Background: an optimization exercise with open tools, aiming at small area. Do not read the settings as production practice.
The RTL was checked by simulation tests, not by an equivalence proof against the original design.
No activity file was given, so power comes from the tool's default toggle rates.

**flow/config.mk**
```make
export PLATFORM = sky130hd
export DESIGN_NAME = button_press_classifier_queue_unit
export DESIGN_NICKNAME = button_press_classifier_queue_unit
export VERILOG_FILES = /design/flow/design.v
export SDC_FILE = /design/flow/constraint.sdc
export NUM_CORES = 4
export LEC_CHECK = 0
export CAP_MARGIN = 20
export CORE_MARGIN = 2
export CORE_UTILIZATION = 40
export SLEW_MARGIN = 20
```
**flow/design.v**
```verilog
`timescale 1ns / 1ps
package bpcq_pkg;
   localparam logic [15:0] SHORT_TICKS_RST   = 16'd5;
   localparam logic [15:0] LONG_TICKS_RST    = 16'd100;
   localparam logic [15:0] BEEP_TICKS_RST    = 16'd10;
   localparam logic [15:0] GATHER_WINDOW_RST = 16'd100;
endpackage
`timescale 1ns / 1ps
module bpcq_scan (
   input  logic        clock,
   input  logic        reset,
   input  logic        scan_en,
   input  logic [7:0]  lvl,
   input  logic [31:0] now,
   input  logic [15:0] short_ticks,
   input  logic [15:0] long_ticks,
   input  logic [15:0] beep_ticks,
   input  logic [15:0] window,
   input  logic        full,
   output logic        push,
   output logic [8:0]  push_entry,
   output logic        beep_start,
   output logic        beep_stop,
   output logic        fire
);
   logic [15:0] beep;
   logic [7:0]  pmask;
   logic        plong;
   logic [31:0] last;
   logic [7:0] ge_s, ge_l, rose;
   for (genvar i = 0; i < 8; i++) begin : g_lane
      bpcq_lane u_lane (
         .clock       (clock),
         .reset       (reset),
         .scan_en     (scan_en),
         .lvl         (lvl[i]),
         .short_ticks (short_ticks),
         .long_ticks  (long_ticks),
         .ge_s        (ge_s[i]),
         .ge_l        (ge_l[i]),
         .rose        (rose[i])
      );
   end
   logic [7:0] mask, lng;
   assign mask = lvl & (ge_s | ge_l);
   assign lng  = lvl & ge_l;
   logic [16:0] bw;
   logic [15:0] dec;
   logic        beep_le1;
   assign bw[0] = 1'b1;
   for (genvar k = 0; k < 16; k++) begin : g_beep
      assign dec[k]  = beep[k] ^ bw[k];
      assign bw[k+1] = bw[k] & ~beep[k];
   end
   assign beep_le1   = (beep[15:1] == 15'd0);
   assign beep_stop  = beep_le1 && beep[0];
   assign beep_start = beep_le1 && (rose != 8'd0);
   always_ff @(posedge clock) begin
      if (reset) begin
         beep <= 16'd0;
      end else if (scan_en) begin
         if (beep_start)   beep <= beep_ticks;
         else if (!bw[16]) beep <= dec;
      end
   end
   logic [7:0]  mm;
   logic        lm, any_mask;
   logic [16:0] qc, wc;
   logic [15:0] quiet, eq_hi;
   logic        z0, z1, hi_nz;
   assign any_mask = (mask != 8'd0);
   assign mm       = pmask | mask;
   assign lm       = plong | (lng != 8'd0);
   assign qc[0]    = 1'b1;
   assign wc[0]    = 1'b1;
   for (genvar k = 0; k < 16; k++) begin : g_quiet
      assign quiet[k] = now[k] ^ ~last[k] ^ qc[k];
      assign qc[k+1]  = (now[k] & ~last[k]) | (now[k] & qc[k]) | (~last[k] & qc[k]);
      assign wc[k+1]  = (quiet[k] & ~window[k]) | (quiet[k] & wc[k]) | (~window[k] & wc[k]);
   end
   assign eq_hi = ~(now[31:16] ^ last[31:16]);
   assign z0    = (eq_hi == 16'hFFFF);
   assign z1    = !eq_hi[0] &&
                  ((eq_hi[15:1] ^ (now[30:16] | ~last[30:16])) == 15'd0);
   assign hi_nz = qc[16] ? !z0 : !z1;
   assign fire  = (mm != 8'd0) &&
                  (any_mask ? (window == 16'd0) : (hi_nz || wc[16]));
   assign push       = scan_en && fire && !full;
   assign push_entry = {mm, lm};
   always_ff @(posedge clock) begin
      if (reset) begin
         pmask <= 8'd0;
         plong <= 1'b0;
      end else if (scan_en) begin
         pmask <= fire ? 8'd0 : mm;
         plong <= !fire && lm;
      end
   end
   always_ff @(posedge clock) begin
      if (scan_en && any_mask) begin
         last <= now;
      end
   end
endmodule
module bpcq_lane (
   input  logic        clock,
   input  logic        reset,
   input  logic        scan_en,
   input  logic        lvl,
   input  logic [15:0] short_ticks,
   input  logic [15:0] long_ticks,
   output logic        ge_s,
   output logic        ge_l,
   output logic        rose
);
   logic [15:0] hold, sum;
   logic [16:0] t, cs, cl;
   logic        clr;
   assign t[0] = scan_en && !lvl;
   for (genvar k = 0; k < 16; k++) begin : g_inc
      assign sum[k] = hold[k] ^ t[k];
      assign t[k+1] = hold[k] & t[k];
   end
   assign cs[0] = 1'b1;
   assign cl[0] = 1'b1;
   for (genvar k = 0; k < 16; k++) begin : g_cmp
      assign cs[k+1] = (hold[k] & ~short_ticks[k]) | (hold[k] & cs[k]) | (~short_ticks[k] & cs[k]);
      assign cl[k+1] = (hold[k] & ~long_ticks[k]) | (hold[k] & cl[k]) | (~long_ticks[k] & cl[k]);
   end
   assign ge_s = cs[16];
   assign ge_l = cl[16];
   assign rose = !lvl && !t[16] && (sum == short_ticks);
   assign clr = reset || (scan_en && lvl);
   always_ff @(posedge clock) begin
      hold <= clr ? 16'd0 : (sum | {16{t[16]}});
   end
endmodule
`timescale 1ns / 1ps
module bpcq_queue (
   input  logic       clock,
   input  logic       reset,
   input  logic       push,
   input  logic [8:0] push_entry,
   input  logic       pop,
   input  logic       rd_en,
   output logic       empty,
   output logic       full,
   output logic [8:0] rd_entry
);
   logic [8:0] slot [0:14];
   logic [3:0] count;
   assign empty = (count == 4'd0);
   assign full  = (count == 4'd15);
   always_ff @(posedge clock) begin
      if (reset) begin
         count <= 4'd0;
      end else if (push) begin
         count <= count + 4'd1;
      end else if (pop && !empty) begin
         count <= count - 4'd1;
      end
   end
   always_ff @(posedge clock) begin
      if (push) begin
         slot[0] <= push_entry;
         for (int k = 1; k < 15; k++) begin
            slot[k] <= slot[k-1];
         end
      end
   end
   always_comb begin
      rd_entry = 9'd0;
      for (int k = 0; k < 15; k++) begin
         rd_entry = rd_entry | ({9{rd_en && (count == 4'(k))}} & slot[k]);
      end
   end
endmodule
`timescale 1ns / 1ps
module button_press_classifier_queue_unit (
   input  logic        clock,
   input  logic        reset,
   input  logic        req_valid,
   output logic        req_stall,
   input  logic [40:0] req_payload_bits,
   output logic        rsp_valid,
   input  logic        rsp_stall,
   output logic [13:0] rsp_payload_bits,
   input  logic        csr_valid,
   output logic        csr_ready,
   input  logic [1:0]  csr_index,
   input  logic [15:0] csr_wdata
);
   logic        rsp_valid_ff;
   logic        req_fire, scan_en, pop_en;
   logic [15:0] short_ticks, long_ticks, beep_ticks, window;
   logic        push, fire, beep_start, beep_stop, empty, full;
   logic [8:0]  push_entry, rd_entry;
   logic [3:0]  flags_ff;
   logic        pop_valid_ff;
   assign req_stall = rsp_valid_ff && rsp_stall;
   assign req_fire  = req_valid && !req_stall;
   assign scan_en   = req_fire && !req_payload_bits[40];
   assign pop_en    = req_fire && req_payload_bits[40];
   assign csr_ready = 1'b1;
   always_ff @(posedge clock) begin
      if (reset) begin
         short_ticks <= bpcq_pkg::SHORT_TICKS_RST;
         long_ticks  <= bpcq_pkg::LONG_TICKS_RST;
         beep_ticks  <= bpcq_pkg::BEEP_TICKS_RST;
         window      <= bpcq_pkg::GATHER_WINDOW_RST;
      end else if (csr_valid) begin
         case (csr_index)
            2'd0: short_ticks <= csr_wdata;
            2'd1: long_ticks  <= csr_wdata;
            2'd2: beep_ticks  <= csr_wdata;
            default: window   <= csr_wdata;
         endcase
      end
   end
   bpcq_scan u_scan (
      .clock       (clock),
      .reset       (reset),
      .scan_en     (scan_en),
      .lvl         (req_payload_bits[39:32]),
      .now         (req_payload_bits[31:0]),
      .short_ticks (short_ticks),
      .long_ticks  (long_ticks),
      .beep_ticks  (beep_ticks),
      .window      (window),
      .full        (full),
      .push        (push),
      .push_entry  (push_entry),
      .beep_start  (beep_start),
      .beep_stop   (beep_stop),
      .fire        (fire)
   );
   bpcq_queue u_queue (
      .clock      (clock),
      .reset      (reset),
      .push       (push),
      .push_entry (push_entry),
      .pop        (pop_en),
      .rd_en      (pop_valid_ff),
      .empty      (empty),
      .full       (full),
      .rd_entry   (rd_entry)
   );
   always_ff @(posedge clock) begin
      rsp_valid_ff <= !reset && (req_valid || req_stall);
   end
   always_ff @(posedge clock) begin
      if (req_fire) begin
         flags_ff     <= scan_en ? {beep_start, beep_stop, fire && !full, fire && full} : 4'd0;
         pop_valid_ff <= pop_en && !empty;
      end
   end
   assign rsp_valid        = rsp_valid_ff;
   assign rsp_payload_bits = {flags_ff, pop_valid_ff, rd_entry};
endmodule
```
**flow/constraint.sdc**
```tcl
create_clock -name core_clock -period 12.0 [get_ports {clock}]
set_input_delay 2.4000 -clock core_clock [delete_from_list [all_inputs] [get_ports {clock}]]
set_output_delay 2.4000 -clock core_clock [all_outputs]
set_load 0.01 [all_outputs]
```
**flow/standard.sh**
```bash
#!/bin/bash
# synth_recipe.tcl (not shown) runs the flow's synth.tcl, then flattens the netlist and writes it again
# the make line also repeats each setting of config.mk as NAME=value (left out here)
make -C /OpenROAD-flow-scripts/flow DESIGN_CONFIG=/design/flow/config.mk WORK_HOME=/design/flow/orfs CLKGATE_MAP_FILE= SYNTH_SCRIPT=/design/flow/synth_recipe.tcl "${@:-finish}"
```
**flow/flow/abc_area.script**
```
&get -n
&st
&dch
&nf -a -R 1000
&st
&dch
&nf -a -R 1000
&st
&dch
&nf -a -R 1000
&put
```
**flow/flow/run.sh**
```bash
#!/bin/bash
# Layout flow: the standard ORFS flow with three changes.
#  1. Synthesis is the standard flow's own script, except that Yosys's abc step runs
#     flow/abc_area.script (area-oriented mapping) instead of ORFS's
#     abc_speed.script. Registers are mapped before abc, so they come out
#     the same as in the standard synthesis.
#  2. Ports are buffered with buf_1 instead of the default buffer cell.
#  3. Clock tree synthesis runs without dummy loads.
# Each tool writes its log under orfs/logs (ORFS's per-step logs); make's
# own output goes to make.log.
set -euo pipefail
W=$PWD

# Synthesis script: synth_recipe.tcl with ORFS's synth.tcl swapped for a copy
# whose abc arguments name our script.
sed "s#source \$::env(SCRIPTS_DIR)/synth.tcl#source $W/my_synth.tcl#" synth_recipe.tcl > my_synth_recipe.tcl
grep -q "my_synth.tcl" my_synth_recipe.tcl
awk -v s="$W/flow/abc_area.script" '
  { print }
  /^source \$::env\(SCRIPTS_DIR\)\/synth_preamble.tcl/ {
    print "set abc_args [lreplace $abc_args 1 1 " s "]"
  }' "$FLOW_HOME/scripts/synth.tcl" > my_synth.tcl
grep -q "abc_area.script" my_synth.tcl

# The standard flow's make command line (from standard.sh), with our synthesis script.
ARGS=$(sed -n 's/^make \(.*\) "\${@:-finish}"$/\1/p' standard.sh)
[ -n "$ARGS" ]
ARGS=$(echo "$ARGS" | sed "s#SYNTH_SCRIPT=[^ ]*#SYNTH_SCRIPT=$W/my_synth_recipe.tcl#")
CTS="-sink_clustering_enable -repair_clock_nets -dont_use_dummy_load"
CTS="$CTS $(cat flow/cts_args.txt 2>/dev/null || true)"

eval make $ARGS \
  "BUFFER_PORTS_ARGS='-buffer_cell sky130_fd_sc_hd__buf_1'" \
  "CTS_ARGS='$CTS'" \
  finish > make.log 2>&1

# Final DEF, as standard.sh writes it.
R=$(echo "$ARGS" | sed -n 's#.*WORK_HOME=\([^ ]*\).*#\1#p')/results/sky130hd/button_press_classifier_queue_unit/base
: # left out here: write the final layout as DEF
```
**flow/flow/cts_args.txt**
```
-buf_list sky130_fd_sc_hd__clkbuf_4 -sink_clustering_size 10 -sink_clustering_max_diameter 50
```
==> results of run 1 <==
critical path: cells and delay by family:
family	cells	cell delay, ps
AO/OA/AOI/OAI	6	770
adder cells (fa/ha/maj)	16	6610
buffers and inverters	3	460
AND/OR/NAND/NOR	7	1410
logic make-up (layout without fill, tap and decap cells):
| logic type | count (synthesis) | in the layout | synth area share (%) |
|---|---|---|---|
| simple gates | 359 | 359 | 8.27 |
| buf+inv | 229 | 394 | 4.31 |
| flops | 394 | 394 | 47.8 |
| compound gates | 657 | 657 | 25.3 |
| other cells | 1 | 5 | 0.0187 |
| fa+ha+maj | 187 | 187 | 12.2 |
| xor+xnor | 48 | 48 | 2.09 |
synthesized netlist by cell type, types with 4 or more instances:
cell         n  area share (%)
nand2_1     47            0.88
nand2b_1     7            0.22
a21oi_1     47             1.2
o2bb2ai_1    5            0.22
edfxtp_1   172              26
nor2b_1     14            0.44
xnor2_1     20            0.87
o21ai_0     20            0.50
o221ai_1     5            0.22
o21a_1     121             4.5
a221oi_1   202             8.8
and3_1       8            0.25
nor3_1      39            0.97
clkinv_1   227             4.2
nand4_1     23            0.72
o22ai_1     86             2.7
a22o_1      18            0.78
o2111ai_1    4            0.17
a222oi_1    44             2.2
a211oi_1    44             1.6
nor2_1     169             3.2
nor4_1      24            0.75
nand3_1     14            0.35
ha_1       172              11
xor2_1      28             1.2
dfxtp_1    222              22
fa_1        15             1.5
a22oi_1     43             1.6
a2111oi_0   12            0.52
sequential cells by signal, indices dropped and copies added (netlist names), 16 cells and up:
register	cells
beep_ticks	16
window	16
u_queue.slot	135
u_scan.last	32
u_scan.g_lane.u_lane.hold	128
long_ticks	16
u_scan.beep	16
short_ticks	16
routing by layer:
metal | track usage, % | part of all wire [%] | vias to the layer above
met3 | 6.06 | 10 | 188
met2 | 37.7 | 43 | 862
met4 | 10.7 | 4.4 | 2
met1 | 32.8 | 42 | 8248
li1 | - | - | 7793
met5 | 0 | 0.026 | -
where the power goes:
part | internal [mW] | switching, mW | total [mW] | leakage [nW]
clock network | 0.205 | 0.446 | 0.651 | 0.248
registers | 1.41 | 0.0333 | 1.45 | 3.35
logic | 0.0996 | 0.189 | 0.288 | 4.41
worst paths after layout:
kind / cells after the start / to / slack, ps
setup reg to reg: 30 / u_queue.count[3] / 2460
setup / recovery: 32 / u_queue.count[3] / 1090
hold reg to reg: 0 / u_queue.slot[14][7] / 420
hold / removal: 0 / u_queue.slot[14][7] / 420
placed cells by master, fill, tap and decap left out, types with 5 or more instances in the layout:
| cell type | synthesis | routed |
|---|---|---|
| clkinv_1 | 227 | 226 |
| dfxtp_1 | 222 | 222 |
| a221oi_1 | 202 | 202 |
| ha_1 | 172 | 172 |
| edfxtp_1 | 172 | 172 |
| nor2_1 | 169 | 165 |
| o21a_1 | 121 | 121 |
| o22ai_1 | 86 | 86 |
| buf_1 | 0 | 78 |
| clkbuf_4 | 0 | 55 |
| nand2_1 | 47 | 47 |
| a222oi_1 | 44 | 44 |
| a211oi_1 | 44 | 44 |
| a22oi_1 | 43 | 43 |
| a21oi_1 | 47 | 43 |
| nor3_1 | 39 | 36 |
| buf_4 | 2 | 32 |
| xor2_1 | 28 | 28 |
| nor4_1 | 24 | 24 |
| nand4_1 | 23 | 23 |
| xnor2_1 | 20 | 20 |
| o21ai_0 | 20 | 19 |
| a22o_1 | 18 | 18 |
| fa_1 | 15 | 15 |
| nand3_1 | 14 | 14 |
| nor2b_1 | 14 | 13 |
| a2111oi_0 | 12 | 12 |
| and3_1 | 8 | 8 |
| nand2b_1 | 7 | 7 |
| o221ai_1 | 5 | 5 |
| o2bb2ai_1 | 5 | 5 |
stage by stage:
step | power (mW) | hold WS [ps] | cell area [um^2] | utilization (%)
CTS | 2.41 | 426 | 21900 | 44.0
global route | 2.49 | 436 | 22000 | 44.1
finish | 2.39 | 421 | 22000 | 44.1
detailed placement | 1.76 | 435 | 21500 | 43.2
floorplan | 1.63 | 416 | 20100 | -
global placement | 1.75 | 429 | 21500 | 43.2
layout make-up:
class	instances	area [um^2]
Antenna cell	4	10.0
Clock buffer	54	405
Fill cell	4883	27900
Inverter	227	857
Multi-Input combinational cell	1252	9680
Sequential cell	394	9610
Tap cell	672	841
Timing Repair Buffer	113	581
==> impl_results.rst, run 1 <==
.. list-table::
   :header-rows: 1

   * - Metric
     - Value
   * - Netlist area before placement
     - 20,100 um^2
   * - Post-detailed-placement half-perimeter wirelength
     - 42,400 um
   * - Worst reg2reg path startpoint
     - u_scan.last[0]
   * - Setup crit end kind
     - flip-flop
   * - Remaining DRCs
     - 0
   * - Clock H-tree levels
     - 2
   * - Relative area change from synthesis to final layout
     - 9.36%
   * - Clock buffers created by TritonCTS
     - 54
   * - Clock latency on the worst-skew pair
     - 840 ps
   * - Largest driver fanout on the critical path
     - 29
   * - Clock slew at the register clock pins of the worst setup and hold paths
     - 100 ps
   * - Number of warning messages in the yosys log
     - 5
   * - First-pass GRT wire length
     - 99,000 um
   * - Chip Height
     - 228 um
   * - Number of hold buffers added after CTS
     - 0
   * - Via total after detailed routing
     - 17,100
   * - Count of boundary I/O pins
     - 81
   * - Placer's final routability congestion estimate
     - 0.922
   * - Asr flop ratio synth
     - 0%
   * - Average size of a mapped cell
     - 10.7 um^2
   * - Number of instances in the placed design
     - 2,658
   * - Number of enable flip-flop cells after synthesis
     - 172
   * - Number of optimization iterations in the first detailed-route pass
     - 8
   * - I/O Buffers
     - 79
   * - Total Wirelength
     - 64,700 um
   * - Final critical path time including I/O delays and setup
     - 10,910 ps
   * - Setup slack after layout
     - 1090 ps
   * - Root buffer selected by CTS
     - clkbuf_4
   * - Maximum ir drop on the vdd rail
     - 0.0000608 V
   * - Max-slew violations
     - 0
   * - Startpoint of the worst setup timing path
     - req_payload_bits[0]
   * - Max_cap viols
     - 0
   * - Data arrival time of the worst path
     - 11,640 ps
   * - Hold wc startpoint
     - u_queue.slot[13][7]
   * - Die extent in x
     - 228 um
   * - Post-Route Setup TNS
     - 0 ps
   * - Vias per cell
     - 6.29
   * - Static power due to leakage
     - 8.01 nW
   * - CTS tree
     - done
   * - Portion of the post-synthesis area used by sequential elements
     - 47.8%
   * - Critical Path Max Stage Delay
     - 440 ps
   * - RSZ-0062 raised after global routing
     - no
   * - Clock tree skew after final layout
     - 88.0 ps
   * - Largest net degree at the start of global routing
     - 68
   * - Final worst path period share
     - 90.9%
   * - Final Non-Filler Cells
     - 2,716
   * - Clock Tree Buf Depth
     - 3
   * - Number of antenna violations at the first check in global routing
     - 5
   * - Clock Sink Count
     - 394
   * - Startpoint types
     - input pin
   * - Number of gates given a new drive strength after cts
     - 0
   * - Count of endpoints failing setup in the final report
     - 0
   * - Number of synthesized register bits
     - 394
   * - Number of routed nets with antenna violations
     - 0
   * - Count of unique library cells instantiated by Yosys
     - 49
   * - Kind of path behind the tightest hold check
     - flip-flop to flip-flop
   * - Most instantiated flip-flop cell in the synthesis netlist
     - dfxtp_1
   * - Drt wl/cell
     - 23.8 um
   * - Total power per unit cell area
     - 109 nW/um^2
   * - Slowest-stage cell, CP
     - fa_1
   * - Least-Margin Pin Slew
     - 1090 ps
   * - Placement Setup Slack
     - 254 ps
   * - Outcome
     - timing/DRC/antenna clean
   * - Cell occurring most often along the worst timing path
     - fa_1
   * - Area of the die
     - 52,100 um^2
   * - Detailed router's first-iteration violation count
     - 2,025
   * - FMAX
     - 91.7 MHz
   * - Hold Fails Final Rpt
     - 0
   * - Data required time at the worst endpoint
     - 12,730 ps
   * - GRT overflow
     - 0
   * - All-layer global routing usage
     - 24.5%
   * - Cells after synthesis
     - 1,875
   * - Vias in the first global route
     - 16,600
   * - Post-Synthesis Net Count
     - 2,126
   * - Total Nets Final
     - 2,293
   * - Area of the core
     - 49,900 um^2
   * - Effective utilization at floorplan
     - 40.3%
   * - Fraction of final layout cells sized beyond drive strength 1
     - 5.05%
   * - Worst setup path category
     - input pin to flip-flop
   * - Post-CTS setup buffer count
     - 0
   * - Slew headroom
     - 26.8%
   * - Number of rows created at floorplan
     - 82
==> inputs of run 2 (changes only) <==
==> flow/flow/cts_args.txt (replaced) <==
-buf_list sky130_fd_sc_hd__clkbuf_8 -sink_clustering_size 16 -sink_clustering_max_diameter 60
==> run 2 against run 1 <==
Against the previous run: still clean; cell area up 0.49%; utilization is 0.22 points higher; register-to-register slack is essentially flat; clock power rose by 13%; global-route usage decreased by 0.074 points; non-clock buffer count did not move; flip-flop and latch count stayed put; setup slack got worse by 180 ps; sequential power about the same; clock skew is 14 ps higher.
==> impl_results.rst, run 2 <==
.. list-table::
   :header-rows: 1

   * - Metric
     - Value
   * - Clock H-tree levels
     - 2 (unchanged)
   * - Number of enable flip-flop cells after synthesis
     - 172 (unchanged)
   * - Netlist area before placement
     - 20,100 um^2 (unchanged)
   * - GRT overflow
     - 0 (unchanged)
   * - Clock slew at the register clock pins of the worst setup and hold paths
     - 100 ps (about the same)
   * - Clock Tree Buf Depth
     - 3 (unchanged)
   * - Asr flop ratio synth
     - 0% (unchanged)
   * - All-layer global routing usage
     - 24.5% (about the same)
   * - Placer's final routability congestion estimate
     - 0.922 (unchanged)
   * - Setup crit end kind
     - flip-flop (unchanged)
   * - Sequential share of power
     - 58.6% (was 60.6%)
   * - I/O Buffers
     - 79 (unchanged)
   * - Final critical path time including I/O delays and setup
     - 11,090 ps (was 10,910 ps)
   * - Clock tree skew after final layout
     - 102 ps (was 88.0 ps)
   * - Clock latency on the worst-skew pair
     - 650 ps (was 840 ps)
   * - Root buffer selected by CTS
     - clkbuf_8 (was clkbuf_4)
   * - Slowest-stage cell, CP
     - fa_1 (unchanged)
   * - Total Wirelength
     - 64,300 um (was 64,700 um)
   * - Kind of path behind the tightest hold check
     - flip-flop to flip-flop (unchanged)
   * - Most common library cell in the layout ignoring fill and taps
     - clkinv_1 (unchanged)
   * - Number of warning messages in the yosys log
     - 5 (unchanged)
   * - Portion of the post-synthesis area used by sequential elements
     - 47.8% (unchanged)
   * - Clock Sink Count
     - 394 (unchanged)
   * - Clock network fraction of total power
     - 29.8% (was 27.3%)
   * - Vias in the first global route
     - 16,700 (was 16,600)
   * - Post-detailed-placement half-perimeter wirelength
     - 42,400 um (unchanged)
   * - Largest area contributor in the netlist
     - edfxtp_1 (unchanged)
   * - Logic pwr share
     - 11.6% (was 12.1%)
   * - Count of unique library cells instantiated by Yosys
     - 49 (unchanged)
   * - Critical Path Max Stage Delay
     - 440 ps (about the same)
   * - Maximum ir drop on the vdd rail
     - 0.0000839 V (was 0.0000608 V)
   * - Number of filler cells placed in the layout
     - 4,851 (was 4,883)
   * - Data required time at the worst endpoint
     - 12,310 ps (was 12,730 ps)
   * - Total length of routed met3 wires
     - 6020 um (was 6460 um)
   * - Total Nets Final
     - 2,277 (was 2,293)
   * - Net switching power
     - 0.673 mW (was 0.668 mW)
   * - Reg-to-reg slack, setup
     - 2470 ps (was 2460 ps)
   * - Slew headroom
     - 30.1% (was 26.8%)
   * - Largest driver fanout on the critical path
     - 67 (was 29)
   * - Post-Synthesis Net Count
     - 2,126 (unchanged)
   * - Final worst path period share
     - 92.4% (was 90.9%)
   * - Setup slack after layout
     - 908 ps (was 1090 ps)
   * - Post-CTS setup buffer count
     - 0 (unchanged)
   * - Placement Setup Slack
     - 254 ps (unchanged)
   * - Worst setup path category
     - input pin to flip-flop (unchanged)
   * - Hold Fails Final Rpt
     - 0 (unchanged)
   * - First-pass GRT wire length
     - 98,500 um (was 99,000 um)
   * - Library cell with the highest instance count after synthesis
     - clkinv_1 (unchanged)
   * - Total internal power
     - 1.80 mW (was 1.72 mW)
   * - Number of rows created at floorplan
     - 82 (unchanged)
   * - Register Area
     - 9610 um^2 (unchanged)
   * - Area of the core
     - 49,900 um^2 (unchanged)
   * - Switch share
     - 27.3% (was 28.0%)
   * - Max_cap viols
     - 0 (unchanged)
   * - Total power per unit cell area
     - 112 nW/um^2 (was 109 nW/um^2)
   * - CTS tree
     - done (unchanged)
   * - N_diodes
     - 0 (was 4)
   * - Fraction of final layout cells sized beyond drive strength 1
     - 4.30% (was 5.05%)
   * - Leading cell types by total area after synthesis
     - edfxtp_1 (26%), dfxtp_1 (22%), ha_1 (11%), a221oi_1 (8.8%), o21a_1 (4.5%) (unchanged)
   * - Multi-input gate area
     - 9680 um^2 (unchanged)
   * - Most used cells in the layout excluding fill and tap cells
     - clkinv_1 (226), dfxtp_1 (222), a221oi_1 (202) (unchanged)
   * - Vias per cell
     - 6.28 (was 6.29)
   * - Cells after synthesis
     - 1,875 (unchanged)
   * - Via total after detailed routing
     - 16,900 (was 17,100)
   * - RSZ-0062 raised after global routing
     - no (unchanged)
   * - Largest net degree at the start of global routing
     - 68 (unchanged)
   * - Highest routing layer actually used
     - met5 (unchanged)
   * - Routed metal-1 wire length
     - 27,000 um (was 27,200 um)
   * - Count of boundary I/O pins
     - 81 (unchanged)
   * - Number of gates given a new drive strength after cts
     - 0 (unchanged)
   * - Cell occurring most often along the worst timing path
     - fa_1 (unchanged)
   * - Top reg by flops
     - u_queue.slot (unchanged)
   * - Clock buffers created by TritonCTS
     - 38 (was 54)
   * - Number of antenna violations at the first check in global routing
     - 2 (was 5)
   * - Final Non-Filler Cells
     - 2,696 (was 2,716)
   * - Met2 wire length
     - 27,900 um (was 28,200 um)
   * - Worst-case hold slack
     - 388 ps (was 421 ps)
   * - Number of synthesized register bits
     - 394 (unchanged)
   * - Static power due to leakage
     - 8.03 nW (was 8.01 nW)
   * - Chip Height
     - 228 um (unchanged)
   * - Drt wl/cell
     - 23.8 um (about the same)
   * - Count of endpoints failing setup in the final report
     - 0 (unchanged)
   * - Relative area change from synthesis to final layout
     - 9.89% (was 9.36%)
   * - Number of routed nets with antenna violations
     - 0 (unchanged)
   * - Detailed router's first-iteration violation count
     - 2,001 (was 2,025)
   * - Number of optimization iterations in the first detailed-route pass
     - 6 (was 8)
   * - Synth top area share
     - 25.7% (unchanged)
   * - Total design power
     - 2.47 mW (was 2.39 mW)
   * - Remaining DRCs
     - 0 (unchanged)
   * - Data arrival time of the worst path
     - 11,400 ps (was 11,640 ps)
   * - Post-Route Setup TNS
     - 0 ps (unchanged)
   * - Synth top cells by count
     - clkinv_1 (227), dfxtp_1 (222), a221oi_1 (202) (unchanged)
   * - Top flop regs
     - u_queue.slot x135, u_scan.g_lane.u_lane.hold x128, u_scan.last x32 (unchanged)
   * - Average size of a mapped cell
     - 10.7 um^2 (unchanged)
   * - Effective utilization at floorplan
     - 40.3% (unchanged)
   * - Outcome
     - timing/DRC/antenna clean (unchanged)
   * - Die extent in x
     - 228 um (unchanged)
   * - Number of hold buffers added after CTS
     - 0 (unchanged)
   * - Number of flip-flops under the largest register name
     - 135 (unchanged)
   * - Max-slew violations
     - 0 (unchanged)
   * - Least-Margin Pin Slew
     - 1040 ps (was 1090 ps)
   * - Area of the die
     - 52,100 um^2 (unchanged)
   * - Startpoint types
     - input pin (unchanged)
   * - Most instantiated flip-flop cell in the synthesis netlist
     - dfxtp_1 (unchanged)
   * - FMAX
     - 90.2 MHz (was 91.7 MHz)
   * - Number of instances in the placed design
     - 2,658 (unchanged)
-- run 2: cell counts after synthesis --
Identical to the previous run, type by type.
-- run 2: stage by stage --
step,util [%],area (um^2)
after floorplan,-,20100
after global placement,43.2,21500
after detailed placement,43.2,21500
after CTS,44.2,22100
after global routing,44.3,22100
final,44.3,22100
-- run 2: metal layers --
layer  up-vias  global-route usage, %
met2       848                   37.7
met5         -                      0
met3       221                   5.81
met4         2                   12.2
met1      8120                   32.3
li1       7728                      -
-- run 2: layout make-up --
type	instances	share of cell area [%]
clock buffers	38	2.37
well taps	672	3.81
multi-input cells	1252	43.8
flip-flops and latches	394	43.5
repair buffers	113	2.63
inverters	227	3.88
-- run 2: power by group through the flow --
stage	Clock (mW)	Sequential (mW)	Combinational, mW
floorplan	0	1.47	0.167
global placement	0	1.48	0.277
detailed placement	0	1.48	0.282
CTS	0.761	1.45	0.283
global route	0.803	1.45	0.316
finish	0.736	1.45	0.288
-- run 2: cells by family (layout without fill, tap and decap cells) --
| group | Yosys count | count (layout) | synth area share [%] |
|---|---|---|---|
| XOR/XNOR | 48 | 48 | 2.09 |
| buffers and inverters | 229 | 378 | 4.31 |
| adder cells (fa/ha/maj) | 187 | 187 | 12.2 |
| AO/OA/AOI/OAI | 657 | 657 | 25.3 |
| AND/OR/NAND/NOR | 359 | 359 | 8.27 |
| other | 1 | 1 | 0.0187 |
| flip-flops | 394 | 394 | 47.8 |
-- run 2: final timing paths --
path	startpoint	to	depth (start not counted)
worst min register to register	u_queue.slot[8][1]	u_queue.slot[9][1]	0
worst max register to register	u_scan.last[0]	u_queue.slot[3][4]	27
worst min-delay path	u_queue.slot[8][1]	u_queue.slot[9][1]	0
worst max-delay path	req_payload_bits[0]	u_queue.slot[3][4]	29
-- run 2: worst max-delay path: cells and delay by family --
family	cells	cell delay, ps
AO/OA/AOI/OAI	3	370
adder cells (fa/ha/maj)	16	6610
buffers and inverters	4	750
AND/OR/NAND/NOR	6	1240
==> inputs of run 3 (changes only) <==
--- a/flow/design.v
+++ b/flow/design.v
@@ -25,3 +25,2 @@
 );
-   logic [15:0] beep;
    logic [7:0]  pmask;
@@ -46,12 +45,12 @@
    assign lng  = lvl & ge_l;
-   logic [16:0] bw;
-   logic [15:0] dec;
+   logic [15:0] beep_n, dec_n;
+   logic [16:0] bc;
    logic        beep_le1;
-   assign bw[0] = 1'b1;
+   assign bc[0] = 1'b1;
    for (genvar k = 0; k < 16; k++) begin : g_beep
-      assign dec[k]  = beep[k] ^ bw[k];
-      assign bw[k+1] = bw[k] & ~beep[k];
-   end
-   assign beep_le1   = (beep[15:1] == 15'd0);
-   assign beep_stop  = beep_le1 && beep[0];
+      assign dec_n[k] = beep_n[k] ^ bc[k];
+      assign bc[k+1]  = bc[k] & beep_n[k];
+   end
+   assign beep_le1   = (beep_n[15:1] == 15'h7FFF);
+   assign beep_stop  = beep_le1 && !beep_n[0];
    assign beep_start = beep_le1 && (rose != 8'd0);
@@ -59,6 +58,6 @@
       if (reset) begin
-         beep <= 16'd0;
+         beep_n <= 16'hFFFF;
       end else if (scan_en) begin
-         if (beep_start)   beep <= beep_ticks;
-         else if (!bw[16]) beep <= dec;
+         if (beep_start)   beep_n <= ~beep_ticks;
+         else if (!bc[16]) beep_n <= dec_n;
       end
@@ -170,7 +169,12 @@
    end
+   logic [14:0] sel;
+   logic [3:0]  lo, hi;
    always_comb begin
+      for (int k = 0; k < 4; k++) begin
+         lo[k] = rd_en && (count[1:0] == 2'(k));
+         hi[k] = (count[3:2] == 2'(k));
+      end
+      for (int k = 0; k < 15; k++) sel[k] = lo[k%4] & hi[k/4];
       rd_entry = 9'd0;
-      for (int k = 0; k < 15; k++) begin
-         rd_entry = rd_entry | ({9{rd_en && (count == 4'(k))}} & slot[k]);
-      end
+      for (int k = 0; k < 15; k++) rd_entry = rd_entry | ({9{sel[k]}} & slot[k]);
    end
@@ -195,2 +199,6 @@
    logic [15:0] short_ticks, long_ticks, beep_ticks, window;
+   logic [15:0] short_n, long_n, beep_n;
+   assign short_ticks = ~short_n;
+   assign long_ticks  = ~long_n;
+   assign beep_ticks  = ~beep_n;
    logic        push, fire, beep_start, beep_stop, empty, full;
@@ -206,5 +214,5 @@
       if (reset) begin
-         short_ticks <= bpcq_pkg::SHORT_TICKS_RST;
-         long_ticks  <= bpcq_pkg::LONG_TICKS_RST;
-         beep_ticks  <= bpcq_pkg::BEEP_TICKS_RST;
+         short_n     <= ~bpcq_pkg::SHORT_TICKS_RST;
+         long_n      <= ~bpcq_pkg::LONG_TICKS_RST;
+         beep_n      <= ~bpcq_pkg::BEEP_TICKS_RST;
          window      <= bpcq_pkg::GATHER_WINDOW_RST;
@@ -212,5 +220,5 @@
          case (csr_index)
-            2'd0: short_ticks <= csr_wdata;
-            2'd1: long_ticks  <= csr_wdata;
-            2'd2: beep_ticks  <= csr_wdata;
+            2'd0: short_n     <= ~csr_wdata;
+            2'd1: long_n      <= ~csr_wdata;
+            2'd2: beep_n      <= ~csr_wdata;
             default: window   <= csr_wdata;
==> flow/flow/run.sh (replaced) <==
#!/bin/bash
# Layout flow: the standard ORFS flow with these changes.
#  1. Synthesis is the standard flow's own script, except that Yosys's abc step maps the
#     design with each of the area-oriented flow/abc_*.script files and keeps
#     the smallest result (flow/multi_abc.tcl). Registers are mapped before
#     abc, so they come out the same as in the standard synthesis.
#  2. Ports are buffered with buf_1 instead of the default buffer cell.
#  3. Clock tree synthesis runs without dummy loads, with the buffer and
#     clustering options in flow/cts_args.txt.
# Each ORFS step writes its own log under orfs/logs; make's output goes to
# make.log and the DEF export's to write_def.log.
set -euo pipefail
W=$PWD

# Synthesis script: synth_recipe.tcl with ORFS's synth.tcl swapped for a copy
# whose abc call is replaced by my_multi_abc.
sed "s#source \$::env(SCRIPTS_DIR)/synth.tcl#source $W/my_synth.tcl#" synth_recipe.tcl > my_synth_recipe.tcl
grep -q "my_synth.tcl" my_synth_recipe.tcl
awk -v m="$W/flow/multi_abc.tcl" '
  /^  log_cmd abc \{\*\}\$abc_args$/ { print "  my_multi_abc $abc_args $lib_args"; n++; next }
  { print }
  /^source \$::env\(SCRIPTS_DIR\)\/synth_preamble.tcl/ { print "source " m }
  END { if (n != 1) exit 1 }' "$FLOW_HOME/scripts/synth.tcl" > my_synth.tcl
grep -q "multi_abc.tcl" my_synth.tcl
export FLOW_ABC_SCRIPTS="$(ls $W/flow/abc_*.script | tr '\n' ' ')"

# The standard flow's make command line (from standard.sh), with our synthesis script.
ARGS=$(sed -n 's/^make \(.*\) "\${@:-finish}"$/\1/p' standard.sh)
[ -n "$ARGS" ]
ARGS=$(echo "$ARGS" | sed "s#SYNTH_SCRIPT=[^ ]*#SYNTH_SCRIPT=$W/my_synth_recipe.tcl#")
CTS="-sink_clustering_enable -repair_clock_nets -dont_use_dummy_load"
CTS="$CTS $(cat flow/cts_args.txt)"

eval make $ARGS \
  "BUFFER_PORTS_ARGS='-buffer_cell sky130_fd_sc_hd__buf_1'" \
  "CTS_ARGS='$CTS'" \
  finish > make.log 2>&1

# Final DEF, as standard.sh writes it.
R=$(echo "$ARGS" | sed -n 's#.*WORK_HOME=\([^ ]*\).*#\1#p')/results/sky130hd/button_press_classifier_queue_unit/base
: # left out here: write the final layout as DEF
==> flow/flow/abc_b8.script (new file) <==
&get -n
&st
&dch
&nf -a -R 1000
&st
&dch
&nf -a -R 1000
&put
==> flow/flow/abc_c2.script (new file) <==
&get -n
&st
&dch
&nf -a -R 1000
&st
&dch
&nf -a -R 1000
&st
&dch
&nf -a -R 1000
&put
==> flow/flow/abc_c5.script (new file) <==
&get -n
&st
&syn2
&dch
&nf -a -R 1000
&st
&syn2
&dch
&nf -a -R 1000
&put
==> flow/flow/abc_c8.script (new file) <==
&get -n
&st
&dch
&nf -a -p -R 1000
&st
&dch
&nf -a -p -R 1000
&put
==> flow/flow/abc_d1.script (new file) <==
&get -n
&st
&dch -f
&nf -a -R 1000
&st
&dch -f
&nf -a -R 1000
&put
==> flow/flow/abc_d2.script (new file) <==
&get -n
&st
&dc2
&nf -a -R 1000
&st
&dch
&nf -a -R 1000
&put
==> flow/flow/abc_d6.script (new file) <==
&get -n
&st
&dch
&nf -a -R 1000 -E 50
&st
&dch
&nf -a -R 1000 -E 50
&put
==> flow/flow/abc_d7.script (new file) <==
strash
ifraig
dch
map -a
strash
dch
map -a
==> flow/flow/cts_args.txt (replaced) <==
-buf_list sky130_fd_sc_hd__clkbuf_4 -sink_clustering_size 10 -sink_clustering_max_diameter 50
==> flow/flow/multi_abc.tcl (new file) <==
# Technology mapping with several ABC scripts: each script in
# FLOW_ABC_SCRIPTS maps the same design, and the smallest result (by the
# liberty cell area that stat reports) is kept. Registers are mapped before
# this step, so every try has the same registers.
proc my_multi_abc { abc_args lib_args } {
  design -save my_pre_abc
  set best_area ""
  set best_script ""
  foreach s $::env(FLOW_ABC_SCRIPTS) {
    design -load my_pre_abc
    abc {*}[lreplace $abc_args 1 1 $s]
    tee -q -o $::env(OBJECTS_DIR)/abc_try_area.txt stat {*}$lib_args
    set f [open $::env(OBJECTS_DIR)/abc_try_area.txt r]
    set txt [read $f]
    close $f
    if { ![regexp {Chip area for [^:]*:\s*([0-9.]+)} $txt -> area] } {
      error "no area for abc script $s"
    }
    puts "my_multi_abc: $s area $area"
    if { $best_area eq "" || $area < $best_area } {
      set best_area $area
      set best_script $s
      design -save my_best_abc
    }
  }
  puts "my_multi_abc: kept $best_script area $best_area"
  design -load my_best_abc
}
removed: flow/flow/abc_area.script
==> run 3 against run 2 <==
Against the previous run: worst hold slack gained 47 ps; synthesized area shrank 2.7%; clock skew grew 21 ps; fmax grew 1.8%; critical path depth grew 6; synthesized cell count shrank 4.8%; setup slack gained 200 ps; cell area shrank 3.0%; wire length shrank 9.3%; cell count shrank 4.3%; largest cell class unchanged.
==> impl_results.rst, run 3 <==
.. list-table::
   :header-rows: 1

   * - Metric
     - Value
   * - Outcome
     - timing/DRC/antenna clean (unchanged)
   * - Number of gates given a new drive strength after cts
     - 0 (unchanged)
   * - Synth top cells by count
     - dfxtp_1 (222), edfxtp_1 (172), ha_1 (169) (was clkinv_1 (227), dfxtp_1 (222), a221oi_1 (202))
   * - Hold Fails Final Rpt
     - 0 (unchanged)
   * - Number of rows created at floorplan
     - 81 (was 82)
   * - Max_cap viols
     - 0 (unchanged)
   * - Clock latency on the worst-skew pair
     - 860 ps (was 650 ps)
   * - Average size of a mapped cell
     - 11.0 um^2 (was 10.7 um^2)
   * - Post-Synthesis Net Count
     - 2,034 (was 2,126)
   * - Placed cell areas
     - 21,000 um^2 (was 21,500 um^2)
   * - Fraction of final layout cells sized beyond drive strength 1
     - 5.73% (was 4.30%)
   * - Clock H-tree levels
     - 2 (unchanged)
   * - Clock buffers created by TritonCTS
     - 52 (was 38)
   * - Post-detailed-placement half-perimeter wirelength
     - 37,900 um (was 42,400 um)
   * - Worst setup path category
     - input pin to flip-flop (unchanged)
   * - Portion of the post-synthesis area used by sequential elements
     - 49.1% (was 47.8%)
   * - Most instantiated flip-flop cell in the synthesis netlist
     - dfxtp_1 (unchanged)
   * - Placer's final routability congestion estimate
     - 0.855 (was 0.922)
   * - FMAX
     - 91.8 MHz (was 90.2 MHz)
   * - Total Wirelength
     - 58,300 um (was 64,300 um)
   * - Largest net degree at the start of global routing
     - 136 (was 68)
   * - Remaining DRCs
     - 0 (unchanged)
   * - Total design power
     - 2.35 mW (was 2.47 mW)
   * - Number of synthesized register bits
     - 394 (unchanged)
   * - Detailed router's first-iteration violation count
     - 1,744 (was 2,001)
   * - Area of the die
     - 50,700 um^2 (was 52,100 um^2)
   * - CTS tree
     - done (unchanged)
   * - Vias in the first global route
     - 16,000 (was 16,700)
   * - Final critical path time including I/O delays and setup
     - 10,890 ps (was 11,090 ps)
   * - Root buffer selected by CTS
     - clkbuf_4 (was clkbuf_8)
   * - Post-CTS setup buffer count
     - 0 (unchanged)
   * - Worst-case hold slack
     - 435 ps (was 388 ps)
   * - Largest driver fanout on the critical path
     - 10 (was 67)
   * - Clock Sink Count
     - 394 (unchanged)
   * - Count of boundary I/O pins
     - 81 (unchanged)
   * - Number of optimization iterations in the first detailed-route pass
     - 8 (was 6)
   * - Count of endpoints failing setup in the final report
     - 0 (unchanged)
   * - Number of flip-flops under the largest register name
     - 135 (unchanged)
   * - Most used cells in the layout excluding fill and tap cells
     - dfxtp_1 (220), edfxtp_1 (172), ha_1 (168) (was clkinv_1 (226), dfxtp_1 (222), a221oi_1 (202))
   * - Critical Path Max Stage Delay
     - 430 ps (was 440 ps)
   * - I/O Buffers
     - 79 (unchanged)
   * - Number of filler cells placed in the layout
     - 4,671 (was 4,851)
   * - Total power per unit cell area
     - 110 nW/um^2 (was 112 nW/um^2)
   * - Area of the core
     - 48,600 um^2 (was 49,900 um^2)
   * - Max-slew violations
     - 0 (unchanged)
   * - Top flop regs
     - u_queue.slot x135, u_scan.g_lane.u_lane.hold x128, u_scan.last x32 (unchanged)
   * - Multi-input gate area
     - 9790 um^2 (was 9680 um^2)
   * - Worst reg2reg path startpoint
     - u_scan.last[0] (unchanged)
   * - Clock slew at the register clock pins of the worst setup and hold paths
     - 110 ps (was 100 ps)
   * - Setup crit end kind
     - flip-flop (unchanged)
   * - Routed metal-1 wire length
     - 24,500 um (was 27,000 um)
   * - Cell occurring most often along the worst timing path
     - fa_1 (unchanged)
   * - Largest area contributor in the netlist
     - edfxtp_1 (unchanged)
   * - Register Area
     - 9610 um^2 (about the same)
   * - Slowest-stage cell, CP
     - fa_1 (unchanged)
   * - Effective utilization at floorplan
     - 40.2% (was 40.3%)
   * - Via total after detailed routing
     - 16,400 (was 16,900)
   * - Total Nets Final
     - 2,204 (was 2,277)
   * - Startpoint types
     - input pin (unchanged)
   * - Static power due to leakage
     - 7.85 nW (was 8.03 nW)
   * - Met2 wire length
     - 26,600 um (was 27,900 um)
   * - Clock Tree Buf Depth
     - 3 (unchanged)
   * - Leading cell types by total area after synthesis
     - edfxtp_1 (26%), dfxtp_1 (23%), ha_1 (11%), o21a_1 (4.6%), a21oi_1 (4.0%) (was edfxtp_1 (26%), dfxtp_1 (22%), ha_1 (11%), a221oi_1 (8.8%), o21a_1 (4.5%))
   * - Final cell area excluding filler cells
     - 21,400 um^2 (was 22,100 um^2)
   * - Synth top area share
     - 26.4% (was 25.7%)
   * - Most common library cell in the layout ignoring fill and taps
     - dfxtp_1 (was clkinv_1)
   * - Number of enable flip-flop cells after synthesis
     - 172 (unchanged)
   * - Hold depth
     - 0 (unchanged)
   * - Cell family contributing the most delay on the critical path
     - adder cells (unchanged)
   * - Cells after synthesis
     - 1,785 (was 1,875)
   * - Depth of the worst register-to-register path
     - 33 (was 27)
   * - Kind of path behind the tightest hold check
     - flip-flop to flip-flop (unchanged)
   * - Number of warning messages in the yosys log
     - 5 (unchanged)
   * - Drt wl/cell
     - 22.6 um (was 23.8 um)
   * - Hold wc startpoint
     - u_queue.slot[1][8] (was u_queue.slot[8][1])
   * - Data required time at the worst endpoint
     - 12,740 ps (was 12,310 ps)
   * - Netlist area before placement
     - 19,600 um^2 (was 20,100 um^2)
   * - First-pass GRT wire length
     - 89,600 um (was 98,500 um)
   * - Clock tree skew after final layout
     - 124 ps (was 102 ps)
   * - All-layer global routing usage
     - 22.8% (was 24.5%)
   * - Setup slack after layout
     - 1110 ps (was 908 ps)
   * - Data arrival time of the worst path
     - 11,630 ps (was 11,400 ps)
   * - Number of cells on the critical path
     - 35 (was 29)
   * - Final worst path period share
     - 90.8% (was 92.4%)
   * - Least-Margin Pin Slew
     - 1170 ps (was 1040 ps)
   * - Startpoint of the worst setup timing path
     - req_payload_bits[0] (unchanged)
   * - Chip Height
     - 225 um (was 228 um)
   * - Post-Route Setup TNS
     - 0 ps (unchanged)
   * - Slew headroom
     - 21.8% (was 30.1%)
   * - Vias per cell
     - 6.35 (was 6.28)
   * - GRT overflow
     - 0 (unchanged)
   * - Library cell with the highest instance count after synthesis
     - dfxtp_1 (was clkinv_1)
   * - Top reg by flops
     - u_queue.slot (unchanged)
   * - Highest routing layer actually used
     - met5 (unchanged)
   * - Count of unique library cells instantiated by Yosys
     - 50 (was 49)
   * - Asr flop ratio synth
     - 0% (unchanged)
   * - Relative area change from synthesis to final layout
     - 9.52% (was 9.89%)
   * - Number of hold buffers added after CTS
     - 0 (unchanged)
   * - Total length of routed met3 wires
     - 4640 um (was 6020 um)
   * - Maximum ir drop on the vdd rail
     - 0.0000681 V (was 0.0000839 V)
   * - Die extent in x
     - 225 um (was 228 um)
   * - Placement Setup Slack
     - 149 ps (was 254 ps)
   * - RSZ-0062 raised after global routing
     - no (unchanged)
   * - Number of antenna violations at the first check in global routing
     - 5 (was 2)
   * - Buffering stage count on the worst path with inverters included
     - 3 (was 4)
   * - Number of routed nets with antenna violations
     - 0 (unchanged)
run 3: cell types whose count changed in the layout (fill, tap and decap cells not counted), sizes merged, moves of 16 or more:
cell    change
o221ai     +33
o21ai      +94
a222oi     -22
nor2       -65
o22ai      +35
a221oi    -135
a21oi     +111
a22oi      +50
nor3       -17
mux2i      +16
a211oi     -32
clkinv    -169
run 3: report_power, final:
part	switching (mW)	internal, mW
Sequential	0.0344	1.41
Combinational	0.161	0.0972
Clock	0.450	0.198
run 3: area by class of cell:
cell class / count / share of cell area (%)
Antenna cell: 5 / 0.0584
Inverter: 58 / 1.04
Timing Repair Buffer: 118 / 2.86
Multi-Input combinational cell: 1331 / 45.7
Sequential cell: 394 / 44.9
Clock buffer: 52 / 1.82
Tap cell: 622 / 3.63
run 3: metrics by stage:
| stage | std cells | utilization [%] |
|---|---|---|
| 4_1_cts | 2573 | 43.9 |
| 2_1_floorplan | 1785 | - |
| 5_1_grt | 2579 | 44.0 |
| 3_5_place_dp | 2521 | 43.1 |
| 3_3_place_gp | 2521 | 43.1 |
| 6_report | 2580 | 44.0 |
run 3: worst paths after layout:
check | to | slack [ps]
setup / recovery | u_queue.count[3] | 1110
hold / removal | u_queue.slot[2][8] | 430
setup reg to reg | u_queue.count[3] | 2540
hold reg to reg | u_queue.slot[2][8] | 430
run 3: cell families (layout without fill, tap and decap cells):
| logic type | Yosys count | after routing | share of synthesized area [%] |
|---|---|---|---|
| AND/OR/NAND/NOR | 294 | 294 | 7.15 |
| buffers and inverters | 60 | 228 | 1.19 |
| XOR/XNOR | 38 | 38 | 1.70 |
| other | 1 | 6 | 0.0192 |
| adder cells (fa/ha/maj) | 185 | 185 | 12.4 |
| AO/OA/AOI/OAI | 797 | 797 | 27.6 |
| flip-flops | 394 | 394 | 49.1 |
| multiplexers | 16 | 16 | 0.819 |
run 3: metal layers:
layer / GRT usage (%) / vias to the layer above
met2: 36.4 / 690
met3: 4.72 / 157
met4: 10.8 / 4
li1: - / 7608
met1: 29.7 / 7924
met5: 0 / -
==> inputs of run 4 (changes only) <==
==> flow/flow/cts_args.txt (replaced) <==
-buf_list sky130_fd_sc_hd__clkbuf_4 -sink_clustering_size 8 -sink_clustering_max_diameter 40
--- a/flow/config.mk
+++ b/flow/config.mk
@@ -7,5 +7,5 @@
 export LEC_CHECK = 0
-export CAP_MARGIN = 20
+export CAP_MARGIN = 0
 export CORE_MARGIN = 2
 export CORE_UTILIZATION = 40
-export SLEW_MARGIN = 20
+export SLEW_MARGIN = 0
==> run 4 against run 3 <==
Against the previous run: fmax decreased by 0.61%; global-route usage increased by 0.28 points; synthesized area unchanged; utilization increased by 0.24 points; sequential share of layout area decreased by 0.24 points; critical path depth unchanged.
==> impl_results.rst, run 4 <==
.. list-table::
   :header-rows: 1

   * - Metric
     - Value
   * - Maximum ir drop on the vdd rail
     - 0.0000731 V (was 0.0000681 V)
   * - Largest area contributor in the netlist
     - edfxtp_1 (unchanged)
   * - I/O Buffers
     - 79 (unchanged)
   * - RSZ-0062 raised after global routing
     - no (unchanged)
   * - Remaining DRCs
     - 0 (unchanged)
   * - Leading cell types by total area after synthesis
     - edfxtp_1 (26%), dfxtp_1 (23%), ha_1 (11%), o21a_1 (4.6%), a21oi_1 (4.0%) (unchanged)
   * - Max-slew violations
     - 0 (unchanged)
   * - Post-Route Setup TNS
     - 0 ps (unchanged)
   * - CTS tree
     - done (unchanged)
   * - Clock Tree Buf Depth
     - 3 (unchanged)
   * - Via total after detailed routing
     - 16,500 (was 16,400)
   * - Effective utilization at floorplan
     - 40.2% (unchanged)
   * - Clock buffers created by TritonCTS
     - 74 (was 52)
   * - Number of antenna violations at the first check in global routing
     - 5 (unchanged)
   * - Clock H-tree levels
     - 3 (was 2)
   * - Vias per cell
     - 6.34 (was 6.35)
   * - Number of enable flip-flop cells after synthesis
     - 172 (unchanged)
   * - Final Non-Filler Cells
     - 2,597 (was 2,580)
   * - Max_cap viols
     - 0 (unchanged)
   * - Library cell with the highest instance count after synthesis
     - dfxtp_1 (unchanged)
   * - Final critical path time including I/O delays and setup
     - 10,960 ps (was 10,890 ps)
   * - Setup slack after layout
     - 1040 ps (was 1110 ps)
   * - Outcome
     - timing/DRC/antenna clean (unchanged)
   * - Asr flop ratio synth
     - 0% (unchanged)
   * - Hold Fails Final Rpt
     - 0 (unchanged)
   * - Placer's final routability congestion estimate
     - 0.855 (unchanged)
   * - Largest net degree at the start of global routing
     - 136 (unchanged)
   * - Top reg by flops
     - u_queue.slot (unchanged)
   * - Synth top cells by count
     - dfxtp_1 (222), edfxtp_1 (172), ha_1 (169) (unchanged)
   * - Cell occurring most often along the worst timing path
     - fa_1 (unchanged)
   * - First-pass GRT wire length
     - 90,500 um (was 89,600 um)
   * - Post-CTS setup buffer count
     - 0 (unchanged)
   * - Slew headroom
     - 18.6% (was 21.8%)
   * - GRT overflow
     - 0 (unchanged)
   * - Portion of the post-synthesis area used by sequential elements
     - 49.1% (unchanged)
   * - Average size of a mapped cell
     - 11.0 um^2 (unchanged)
   * - Count of unique library cells instantiated by Yosys
     - 50 (unchanged)
   * - Post-detailed-placement half-perimeter wirelength
     - 37,900 um (about the same)
   * - Die extent in x
     - 225 um (unchanged)
   * - Number of routed nets with antenna violations
     - 0 (unchanged)
   * - Number of hold buffers added after CTS
     - 0 (unchanged)
   * - Hold depth
     - 0 (unchanged)
   * - Vias in the first global route
     - 16,300 (was 16,000)
   * - Most used cells in the layout excluding fill and tap cells
     - dfxtp_1 (220), edfxtp_1 (172), ha_1 (168) (unchanged)
   * - Drt wl/cell
     - 22.5 um (was 22.6 um)
   * - Depth of the worst register-to-register path
     - 33 (unchanged)
   * - Placement Setup Slack
     - 152 ps (was 149 ps)
   * - Relative area change from synthesis to final layout
     - 10.1% (was 9.52%)
   * - Count of boundary I/O pins
     - 81 (unchanged)
   * - All-layer global routing usage
     - 23.1% (was 22.8%)
   * - Root buffer selected by CTS
     - clkbuf_4 (unchanged)
   * - Number of gates given a new drive strength after cts
     - 0 (unchanged)
   * - Number of instances in the placed design
     - 2,521 (unchanged)
   * - Total Wirelength
     - 58,500 um (was 58,300 um)
   * - Area of the core
     - 48,600 um^2 (unchanged)
   * - Most instantiated flip-flop cell in the synthesis netlist
     - dfxtp_1 (unchanged)
   * - Total Nets Final
     - 2,224 (was 2,204)
   * - Post-Synthesis Net Count
     - 2,034 (unchanged)
   * - Largest driver fanout on the critical path
     - 10 (unchanged)
   * - Startpoint types
     - input pin (unchanged)
   * - Chip Height
     - 225 um (unchanged)
   * - Count of endpoints failing setup in the final report
     - 0 (unchanged)
   * - Clock slew at the register clock pins of the worst setup and hold paths
     - 90 ps (was 110 ps)
   * - Cells after synthesis
     - 1,785 (unchanged)
   * - Synth top area share
     - 26.4% (unchanged)
   * - Slowest-stage cell, CP
     - fa_1 (unchanged)
   * - Final worst path period share
     - 91.3% (was 90.8%)
   * - Netlist area before placement
     - 19,600 um^2 (unchanged)
   * - Detailed router's first-iteration violation count
     - 1,775 (was 1,744)
   * - Area of the die
     - 50,700 um^2 (unchanged)
   * - Clock latency on the worst-skew pair
     - 820 ps (was 860 ps)
   * - Least-Margin Pin Slew
     - 1220 ps (was 1170 ps)
   * - Most common library cell in the layout ignoring fill and taps
     - dfxtp_1 (unchanged)
   * - Number of rows created at floorplan
     - 81 (unchanged)
   * - Number of flip-flops under the largest register name
     - 135 (unchanged)
   * - Number of warning messages in the yosys log
     - 5 (unchanged)
   * - Data required time at the worst endpoint
     - 12,700 ps (was 12,740 ps)
   * - Total power per unit cell area
     - 114 nW/um^2 (was 110 nW/um^2)
   * - Fraction of final layout cells sized beyond drive strength 1
     - 6.44% (was 5.73%)
   * - Number of optimization iterations in the first detailed-route pass
     - 6 (was 8)
   * - Number of synthesized register bits
     - 394 (unchanged)
   * - Critical Path Max Stage Delay
     - 430 ps (about the same)
   * - Top flop regs
     - u_queue.slot x135, u_scan.g_lane.u_lane.hold x128, u_scan.last x32 (unchanged)
   * - Clock Sink Count
     - 394 (unchanged)
   * - Number of filler cells placed in the layout
     - 4,686 (was 4,671)
   * - Kind of path behind the tightest hold check
     - flip-flop to flip-flop (unchanged)
   * - Worst-case hold slack
     - 393 ps (was 435 ps)
   * - Worst setup path category
     - input pin to flip-flop (unchanged)
   * - Setup crit end kind
     - flip-flop (unchanged)
   * - Static power due to leakage
     - 7.94 nW (was 7.85 nW)
   * - Clock tree skew after final layout
     - 111 ps (was 124 ps)
   * - FMAX
     - 91.2 MHz (was 91.8 MHz)
   * - Data arrival time of the worst path
     - 11,660 ps (was 11,630 ps)
==> run 4: cell types whose count changed in the layout (fill, tap and decap cells not counted) <==
cell	change
a21oi_1	+5
a21oi_2	-5
buf_4	-1
buf_8	-1
clkbuf_4	+22
diode_2	-3
==> run 4: per-layer routing <==
layer	part of all wire, %	GRT usage, %	up-vias
li1	-	-	7646
met1	42	29.9	7944
met2	46	36.7	709
met3	7.9	4.43	152
met4	4.4	12.3	6
met5	0.060	0	-
==> run 4: power by group <==
group | total, mW | switching, mW | leakage [nW] | internal [mW]
sequential | 1.45 | 0.0344 | 3.36 | 1.41
combinational | 0.258 | 0.161 | 4.24 | 0.0970
clock | 0.753 | 0.471 | 0.340 | 0.282
total | 2.46 | 0.666 | 7.94 | 1.79
==> run 4: final timing paths <==
| path | from | endpoint | slack, ps |
|---|---|---|---|
| max | req_payload_bits[0] | u_queue.count[3] | 1040 |
| min | u_queue.slot[8][8] | u_queue.slot[9][8] | 390 |
| max reg2reg | u_scan.last[0] | u_queue.count[3] | 2490 |
| min reg2reg | u_queue.slot[8][8] | u_queue.slot[9][8] | 390 |
==> run 4: logic make-up (layout without fill, tap and decap cells) <==
family | after synthesis | after routing | share of synthesized area, %
AOI/OAI and AO/OA | 797 | 797 | 27.6
xor gates and xnor gates | 38 | 38 | 1.70
adders and majority gates | 185 | 185 | 12.4
buffers and inverters | 60 | 248 | 1.19
DFF | 394 | 394 | 49.1
muxes | 16 | 16 | 0.819
other | 1 | 3 | 0.0192
and+or+nand+nor | 294 | 294 | 7.15
==> run 4: layout make-up <==
cell class | instances | area (um^2) | share of cell area, %
repair buffers | 116 | 591 | 2.74
clock buffers | 74 | 556 | 2.58
multi-input cells | 1331 | 9780 | 45.4
flip-flops and latches | 394 | 9610 | 44.6
inverters | 58 | 223 | 1.03
diodes | 2 | 5.00 | 0.0232
well taps | 622 | 778 | 3.61
==> run 4: critical path: cells and delay by family <==
kind | cells | cell delay (ps)
adder cells (fa/ha/maj) | 17 | 6680
AO/OA/AOI/OAI | 8 | 1230
AND/OR/NAND/NOR | 7 | 1120
buffers and inverters | 3 | 250
==> run 4: through the flow <==
stage	area, um^2	power, mW	utilization, %
6_report	21500	2.46	44.3
2_1_floorplan	19600	1.62	-
4_1_cts	21500	2.49	44.3
3_5_place_dp	21000	1.73	43.1
5_1_grt	21500	2.57	44.3
3_3_place_gp	21000	1.73	43.1
==> inputs of run 5 (changes only) <==
==> flow/flow/cts_args.txt (replaced) <==
-buf_list {sky130_fd_sc_hd__clkbuf_4 sky130_fd_sc_hd__clkbuf_8} -sink_clustering_size 12 -sink_clustering_max_diameter 50
==> run 5 against run 4 <==
Against the previous run: still clean; sequential share of layout area down 0.18 points; register-to-register slack hardly changed; clock skew shrank 27 ps; largest cell class unchanged; largest power group unchanged.
==> impl_results.rst, run 5 <==
.. list-table::
   :header-rows: 1

   * - Metric
     - Value
   * - Outcome
     - timing/DRC/antenna clean (unchanged)
   * - Largest driver fanout on the critical path
     - 10 (unchanged)
   * - Remaining DRCs
     - 0 (unchanged)
   * - Clock Sink Count
     - 394 (unchanged)
   * - Max-slew violations
     - 0 (unchanged)
   * - Chip Height
     - 225 um (unchanged)
   * - Portion of the post-synthesis area used by sequential elements
     - 49.1% (unchanged)
   * - Vias in the first global route
     - 16,100 (was 16,300)
   * - Number of gates given a new drive strength after cts
     - 0 (unchanged)
   * - Number of hold buffers added after CTS
     - 0 (unchanged)
   * - Worst-case hold slack
     - 437 ps (was 393 ps)
   * - Most used cells in the layout excluding fill and tap cells
     - dfxtp_1 (220), edfxtp_1 (172), ha_1 (168) (unchanged)
   * - Most instantiated flip-flop cell in the synthesis netlist
     - dfxtp_1 (unchanged)
   * - Number of routed nets with antenna violations
     - 0 (unchanged)
   * - Clock tree skew after final layout
     - 84.2 ps (was 111 ps)
   * - Number of enable flip-flop cells after synthesis
     - 172 (unchanged)
   * - Buffering stage count on the worst path with inverters included
     - 3 (unchanged)
   * - Setup crit end kind
     - flip-flop (unchanged)
   * - Count of endpoints failing setup in the final report
     - 0 (unchanged)
   * - Area of the die
     - 50,700 um^2 (unchanged)
   * - Die extent in x
     - 225 um (unchanged)
   * - Final Non-Filler Cells
     - 2,569 (was 2,597)
   * - Placer's final routability congestion estimate
     - 0.855 (unchanged)
   * - Top flop regs
     - u_queue.slot x135, u_scan.g_lane.u_lane.hold x128, u_scan.last x32 (unchanged)
   * - Number of synthesized register bits
     - 394 (unchanged)
   * - Leading cell types by total area after synthesis
     - edfxtp_1 (26%), dfxtp_1 (23%), ha_1 (11%), o21a_1 (4.6%), a21oi_1 (4.0%) (unchanged)
   * - Number of optimization iterations in the first detailed-route pass
     - 6 (unchanged)
   * - Least-Margin Pin Slew
     - 1240 ps (was 1220 ps)
   * - Fraction of final layout cells sized beyond drive strength 1
     - 5.14% (was 6.44%)
   * - Placed cell areas
     - 21,000 um^2 (unchanged)
   * - Hold Fails Final Rpt
     - 0 (unchanged)
   * - Total Nets Final
     - 2,197 (was 2,224)
   * - GRT overflow
     - 0 (unchanged)
   * - Final critical path time including I/O delays and setup
     - 11,120 ps (was 10,960 ps)
   * - Maximum ir drop on the vdd rail
     - 0.0000875 V (was 0.0000731 V)
   * - Via total after detailed routing
     - 16,300 (was 16,500)
   * - Vias per cell
     - 6.36 (was 6.34)
   * - Number of antenna violations at the first check in global routing
     - 3 (was 5)
   * - Data required time at the worst endpoint
     - 12,540 ps (was 12,700 ps)
   * - Asr flop ratio synth
     - 0% (unchanged)
   * - Top reg by flops
     - u_queue.slot (unchanged)
   * - Post-Synthesis Net Count
     - 2,034 (unchanged)
   * - Relative area change from synthesis to final layout
     - 10.6% (was 10.1%)
   * - Synth top area share
     - 26.4% (unchanged)
   * - Cell occurring most often along the worst timing path
     - fa_1 (unchanged)
   * - Synthesized-area fraction occupied by and/or/nand/nor cells
     - 7.15% (unchanged)
   * - Largest net degree at the start of global routing
     - 136 (unchanged)
   * - Total power per unit cell area
     - 117 nW/um^2 (was 114 nW/um^2)
   * - Max_cap viols
     - 0 (unchanged)
   * - Total Wirelength
     - 58,300 um (was 58,500 um)
   * - Clock buffers created by TritonCTS
     - 47 (was 74)
   * - All-layer global routing usage
     - 22.9% (was 23.1%)
   * - Clock slew at the register clock pins of the worst setup and hold paths
     - 80 ps (was 90 ps)
   * - Number of instances in the placed design
     - 2,521 (unchanged)
   * - Critical Path Max Stage Delay
     - 430 ps (about the same)
   * - Startpoint types
     - input pin (unchanged)
   * - Number of flip-flops under the largest register name
     - 135 (unchanged)
   * - Post-detailed-placement half-perimeter wirelength
     - 37,900 um (unchanged)
   * - Clock Tree Buf Depth
     - 3 (unchanged)
   * - Synth top cells by count
     - dfxtp_1 (222), edfxtp_1 (172), ha_1 (169) (unchanged)
   * - Multi-input gate area
     - 9780 um^2 (unchanged)
   * - Cell family contributing the most delay on the critical path
     - adder cells (unchanged)
   * - Root buffer selected by CTS
     - clkbuf_8 (was clkbuf_4)
   * - Detailed router's first-iteration violation count
     - 1,495 (was 1,775)
   * - Post-Route Setup TNS
     - 0 ps (unchanged)
   * - Most common library cell in the layout ignoring fill and taps
     - dfxtp_1 (unchanged)
   * - I/O Buffers
     - 79 (unchanged)
   * - RSZ-0062 raised after global routing
     - no (unchanged)
   * - Drt wl/cell
     - 22.7 um (was 22.5 um)
   * - Count of unique library cells instantiated by Yosys
     - 50 (unchanged)
   * - Number of filler cells placed in the layout
     - 4,634 (was 4,686)
   * - Final worst path period share
     - 92.7% (was 91.3%)
   * - Post-CTS setup buffer count
     - 0 (unchanged)
   * - Post-synthesis mux area share
     - 0.819% (unchanged)
   * - Number of warning messages in the yosys log
     - 5 (unchanged)
   * - Post-Synth Adder-Cell Area
     - 12.4% (unchanged)
   * - FMAX
     - 89.9 MHz (was 91.2 MHz)
   * - Clock H-tree levels
     - 2 (was 3)
   * - Register Area
     - 9610 um^2 (unchanged)
   * - First-pass GRT wire length
     - 90,000 um (was 90,500 um)
   * - Clock latency on the worst-skew pair
     - 670 ps (was 820 ps)
   * - Effective utilization at floorplan
     - 40.2% (unchanged)
   * - Data arrival time of the worst path
     - 11,650 ps (was 11,660 ps)
   * - Fraction of the mapped netlist area in compound gates
     - 27.6% (unchanged)
   * - Xor/xnor share of the synthesized area
     - 1.70% (unchanged)
   * - Area of the core
     - 48,600 um^2 (unchanged)
   * - Largest area contributor in the netlist
     - edfxtp_1 (unchanged)
   * - Kind of path behind the tightest hold check
     - flip-flop to flip-flop (unchanged)
   * - Count of boundary I/O pins
     - 81 (unchanged)
   * - Static power due to leakage
     - 7.93 nW (was 7.94 nW)
   * - Number of rows created at floorplan
     - 81 (unchanged)
   * - Worst setup path category
     - input pin to flip-flop (unchanged)
   * - CTS tree
     - done (unchanged)
   * - Average size of a mapped cell
     - 11.0 um^2 (unchanged)
   * - Largest family of logic cells by synthesized area
     - compound AO/OA/AOI/OAI gates (unchanged)
   * - Final cell area excluding filler cells
     - 21,600 um^2 (was 21,500 um^2)
   * - Slowest-stage cell, CP
     - fa_1 (unchanged)
   * - Cells after synthesis
     - 1,785 (unchanged)
   * - Library cell with the highest instance count after synthesis
     - dfxtp_1 (unchanged)
   * - Slew headroom
     - 17.3% (was 18.6%)
   * - Netlist area before placement
     - 19,600 um^2 (unchanged)
-- run 5: power breakdown --
group,switching (mW),total (mW),internal [mW]
registers,0.0343,1.45,1.41
clock network,0.467,0.813,0.347
logic,0.161,0.258,0.0970
-- run 5: worst paths after layout --
path	startpoint	to	slack, ps	cells after the start
setup / recovery	req_payload_bits[0]	u_queue.count[3]	880	35
hold / removal	u_queue.slot[10][5]	u_queue.slot[11][5]	440	0
hold reg to reg	u_queue.slot[10][5]	u_queue.slot[11][5]	440	0
setup reg to reg	u_scan.last[0]	u_queue.count[3]	2480	33
-- run 5: kinds of logic (layout without fill, tap and decap cells) --
logic type	after synthesis	in the layout
flops	394	394
buf+inv	60	221
other cells	1	2
xor+xnor	38	38
simple gates	294	294
mux	16	16
fa+ha+maj	185	185
compound gates	797	797
-- run 5: through the flow --
stage	setup WS [ps]	util [%]	power (mW)
CTS	836	44.5	2.55
floorplan	21.7	-	1.62
global placement	261	43.1	1.73
global route	410	44.5	2.62
finish	882	44.5	2.52
detailed placement	152	43.1	1.73
-- run 5: metal layers --
metal,wire length [um],track usage (%),up-vias
met5,28,0,-
met4,2470,10.6,4
met3,4360,4.54,159
met2,26700,36.6,659
met1,24700,29.8,7933
li1,-,-,7578
-- run 5: cell type report --
cell class,count,share of cell area (%)
Tap cell,622,3.60
Multi-Input combinational cell,1331,45.2
Timing Repair Buffer,116,2.73
Inverter,58,1.03
Sequential cell,394,44.4
Clock buffer,47,2.99
Antenna cell,1,0.0116

==> what the ideal ports hide <==
No port has a modelled driver above. Below, the same layouts with a new extraction and two added sets of constraints. Step 1 sets driving cells, clkbuf_16 on the clock port and buf_2 on the other inputs (assumed; they add their load-dependent delay and slew). Step 2 also shifts input and output timing later by t, the mid clock arrival at the registers, as if the neighbouring blocks saw the same clock. a / b / c = ideal ports / drivers / drivers and shift; a / b = the first two.
run	shift t [ns]	slack for setup (ns)	worst register clock-pin slew, ns	worst slew at a driven data input, ns
run 1	0.851	1.090 / 1.125 / 0.274	0.12 / 0.12	0.08
run 2	0.650	0.908 / 0.940 / 0.290	0.11 / 0.11	0.08
run 3	0.851	1.108 / 1.141 / 0.291	0.12 / 0.12	0.09
run 4	0.824	1.041 / 1.073 / 0.250	0.09 / 0.09	0.09
run 5	0.677	0.882 / 0.913 / 0.236	0.09 / 0.09	0.09
After both steps setup and hold are still met in every run listed. For run 3, which loses most, drivers alone change the setup slack by +0.033 ns; drivers and shift together by -0.817 ns.
